This design comes from an exercise in tuning for small area, a short achievable clock period and few clock cycles per item on the open sky130 flow, not from production work. Only simulation tests tie the RTL to the original design; equivalence was not proved. Power is estimated from default activity; no workload was simulated.

== exp/fjord ==
## decode_alu_core
module decode_alu_core #(
    parameter int K = 8,   
    parameter int DR = 2   
) (
    input  logic        clk,
    input  logic        rst,
    input  logic [6:0]  opcode,
    input  logic [2:0]  funct3,
    input  logic [6:0]  funct7,
    input  logic        NOP,
    output logic [2:0]  ImmType,
    output logic        B_Zero,
    output logic [1:0]  isPC_select,
    output logic        RegWriteHZ,
    output logic        MemWriteHZ,
    output logic        MemReadHZ,
    output logic        ALUSrcHZ,
    output logic        BranchHZ,
    output logic        JumpHZ,
    output logic        JumpRegHZ,
    output logic [1:0]  ResultSrcHZ,
    output logic [2:0]  ImmTypeHZ,
    output logic [4:0]  ALUControlHZ,
    input  logic [31:0] rdA,
    input  logic [31:0] rdB,
    input  logic [4:0]  ALUControl,
    output logic [31:0] ALUresult,
    output logic        Carry,
    output logic        Zero,
    output logic        mul_done,
    output logic        div_done
);
export LEC_CHECK = 0
export ABC_AREA = 1
export CAP_MARGIN = 20
export CORE_MARGIN = 2
export CORE_UTILIZATION = 50
export SETUP_SLACK_MARGIN = 4.5
export SLEW_MARGIN = 20
export SYNTH_HIERARCHICAL = 1
export TNS_END_PERCENT = 0
create_clock -name core_clock -period 12.5 [get_ports {clk}]
standard.sh (not shown) runs the stock make flow with config.mk's settings and CLKGATE_MAP_FILE= SYNTH_SCRIPT=/design/flow/synth_recipe.tcl, a recipe that flattens the netlist after the stock synthesis.
==> flow/flow/run.sh <==
#!/bin/bash
# The standard layout (standard.sh: synthesis to the routed layout), with one change:
# the port buffers that global placement inserts are buf_4 cells rather than the
# default choice, a slow delay buffer. Every port is still buffered.
set -o pipefail
export BUFFER_PORTS_ARGS="-buffer_cell sky130_fd_sc_hd__buf_4"
bash standard.sh > standard.log 2>&1
status=$?
tail -40 standard.log
exit $status
Testbench counts of exp/fjord, summed over its fixed seeds: cycles 41,189, instrs 24,000.
> inputs changed (exp/fjord -> exp/garnet)
Settings: ABC_AREA removed (was 1); CORE_UTILIZATION changed from 50 to 40.
[summary]
After detailed routing, exp/fjord needs less wire than exp/garnet.
For the post-route fraction of the period consumed by the critical path, exp/garnet came in 0.53 points lower than exp/fjord did.
Of the two values seen for dominant combinational cell family by area after synthesis, simple AND/OR/NAND/NOR gates was produced by exp/fjord and compound AO/OA/AOI/OAI gates by exp/garnet.
The met1 routed wirelength after detailed routing number comes out higher for exp/garnet vs exp/fjord.
Delta (exp/garnet minus exp/fjord): final cell count lower, power density over the cells lower, total power lower.
Global-route wire length before repair came out higher on exp/garnet than on exp/fjord.
Per the comparison of exp/garnet with exp/fjord, violation count after the first detailed-route iteration rose by 1060, fmax picked up an extra 0.98 MHz.
| part of the total power dissipated in combinational logic | higher: exp/fjord |
Inputs modified between exp/garnet and exp/sierra:
Settings: setting ABC_AREA to 1 for the first time.
==> run notes <==
Every run in the comparison, exp/garnet and exp/sierra, completed the flow with a clean layout.
Diff exp/garnet and exp/sierra: starting utilization of the core area lower in exp/sierra
Between exp/garnet and exp/sierra, the clock-pin slew on the worst setup and hold paths figures differ only marginally.
Of the two candidates, exp/garnet has the worse wire length and exp/sierra the better one.
Relative to exp/sierra, the following input files were edited for exp/umber:
Settings: an added GPL_ROUTABILITY_DRIVEN of 0; a change of CORE_UTILIZATION from 40 to 50.
Findings:
Power share of the sequential group came out lower on exp/umber than on exp/sierra.
Of exp/sierra and exp/umber, exp/umber shows the higher worst setup slack after layout, with exp/sierra below it.
exp/umber vs exp/sierra — post-route standard cell area excluding fillers rose about 1.5%.
Power: exp/umber draws more than exp/sierra

* * *

oak:
Starting RTL as in the previous note.
==> flow/config.mk <==
export PLATFORM = sky130hd
export DESIGN_NAME = decode_alu_core
export DESIGN_NICKNAME = decode_alu_core
export VERILOG_FILES = /design/flow/design.v
export SDC_FILE = /design/flow/constraint.sdc
export NUM_CORES = 4
export LEC_CHECK = 0
export ABC_AREA = 1
export CAP_MARGIN = 20
export CORE_MARGIN = 2
export CORE_UTILIZATION = 50
export SETUP_SLACK_MARGIN = 5.0
export SLEW_MARGIN = 20
export SYNTH_HIERARCHICAL = 1
export TNS_END_PERCENT = 0
==> flow/constraint.sdc <==
create_clock -name core_clock -period 12.5 [get_ports {clk}]
set_input_delay 2.5000 -clock core_clock [delete_from_list [all_inputs] [get_ports {clk}]]
set_output_delay 2.5000 -clock core_clock [all_outputs]
set_load 0.01 [all_outputs]
Scripts as last shown in full above: flow/flow/run.sh
oak completed every stage of the flow, and the final layout passed the timing, design-rule and antenna checks.
Testbench counts of oak, summed over its fixed seeds: cycles 41,189, instrs 24,000.
Changes in pine relative to oak:
# oak
export LEC_CHECK = 0
export ABC_AREA = 1
export CAP_MARGIN = 20
export CORE_MARGIN = 2
export CORE_UTILIZATION = 50
export SETUP_SLACK_MARGIN = 5.0
export SLEW_MARGIN = 20
export SYNTH_HIERARCHICAL = 1
export TNS_END_PERCENT = 0
create_clock -name core_clock -period 12.5 [get_ports {clk}]
# pine
export LEC_CHECK = 0
export CAP_MARGIN = 20
export CORE_MARGIN = 2
export CORE_UTILIZATION = 40
export SETUP_SLACK_MARGIN = 4.5
export SLEW_MARGIN = 20
export SYNTH_HIERARCHICAL = 1
export TNS_END_PERCENT = 0
create_clock -name core_clock -period 12.5 [get_ports {clk}]
==> flow/run.sh (new file) <==
#!/bin/bash
# synth_recipe.tcl (not shown) runs the flow's synth.tcl, then flattens the netlist and writes it again
# the make line also repeats each setting of config.mk as NAME=value (left out here)
make -C /OpenROAD-flow-scripts/flow DESIGN_CONFIG=/design/flow/config.mk WORK_HOME=/design/flow/orfs CLKGATE_MAP_FILE= SYNTH_SCRIPT=/design/flow/synth_recipe.tcl finish
removed: flow/flow/run.sh
removed: flow/standard.sh
==> comparison <==
- Compared to oak, pine has sequential fraction of total cell area 0.58 points lower.
- Post-synthesis instance total: pine < oak
- pine: global-route usage lower than oak
- Relative to oak, number of resized instances in the post-cts repair step has gone up in pine.
- Per the comparison of pine with oak, average wire per cell in the routed design moved up, via count of the first global-routing pass moved up, highest clock frequency the design can meet moved down, post-DP HPWL moved up, worst-case reg-to-reg path depth moved down.
- From oak to pine the numbers moved as follows: slack of the critical path fell by 0.095 ns, power decreased by 1300 µW relative to the old numbers.

-- what the ideal ports hide --
In the flow no input, the clock included, has a driving cell. The finished layouts below were timed again as built, in two steps. Step 1 (the two cells are an assumption about what drives the block):
set clk [get_ports {clk}]
set_driving_cell -lib_cell sky130_fd_sc_hd__clkbuf_16 $clk
set_driving_cell -lib_cell sky130_fd_sc_hd__buf_2 [delete_from_list [all_inputs] $clk]
Step 2 times the ports against the registers' clock, not the clock port: input delays grow and output delays shrink by t, the midpoint of the rising clock arrivals with the driver on. a / b / c = ideal ports / drivers / drivers and shift; a / b = the first two.
run	t (ns)	slack for setup (ns)	slew at the worst register clock pin (ns)	worst data-port slew with drivers (ns)
exp/fjord	0.440	4.279 / 4.168 / 3.776	0.10 / 0.10	0.31
exp/garnet	0.455	4.345 / 4.139 / 3.982	0.10 / 0.10	0.21
exp/sierra	0.433	4.119 / 4.056 / 3.622	0.10 / 0.10	0.28
exp/umber	0.443	4.201 / 4.149 / 3.706	0.10 / 0.10	0.34
oak	0.448	4.301 / 4.176 / 3.728	0.10 / 0.10	0.32
pine	0.438	4.206 / 4.145 / 3.948	0.10 / 0.10	0.14
After both steps every run listed still meets setup and hold. The setup slack of oak, which loses most, moves by -0.125 ns with the drivers and by -0.573 ns with both steps.
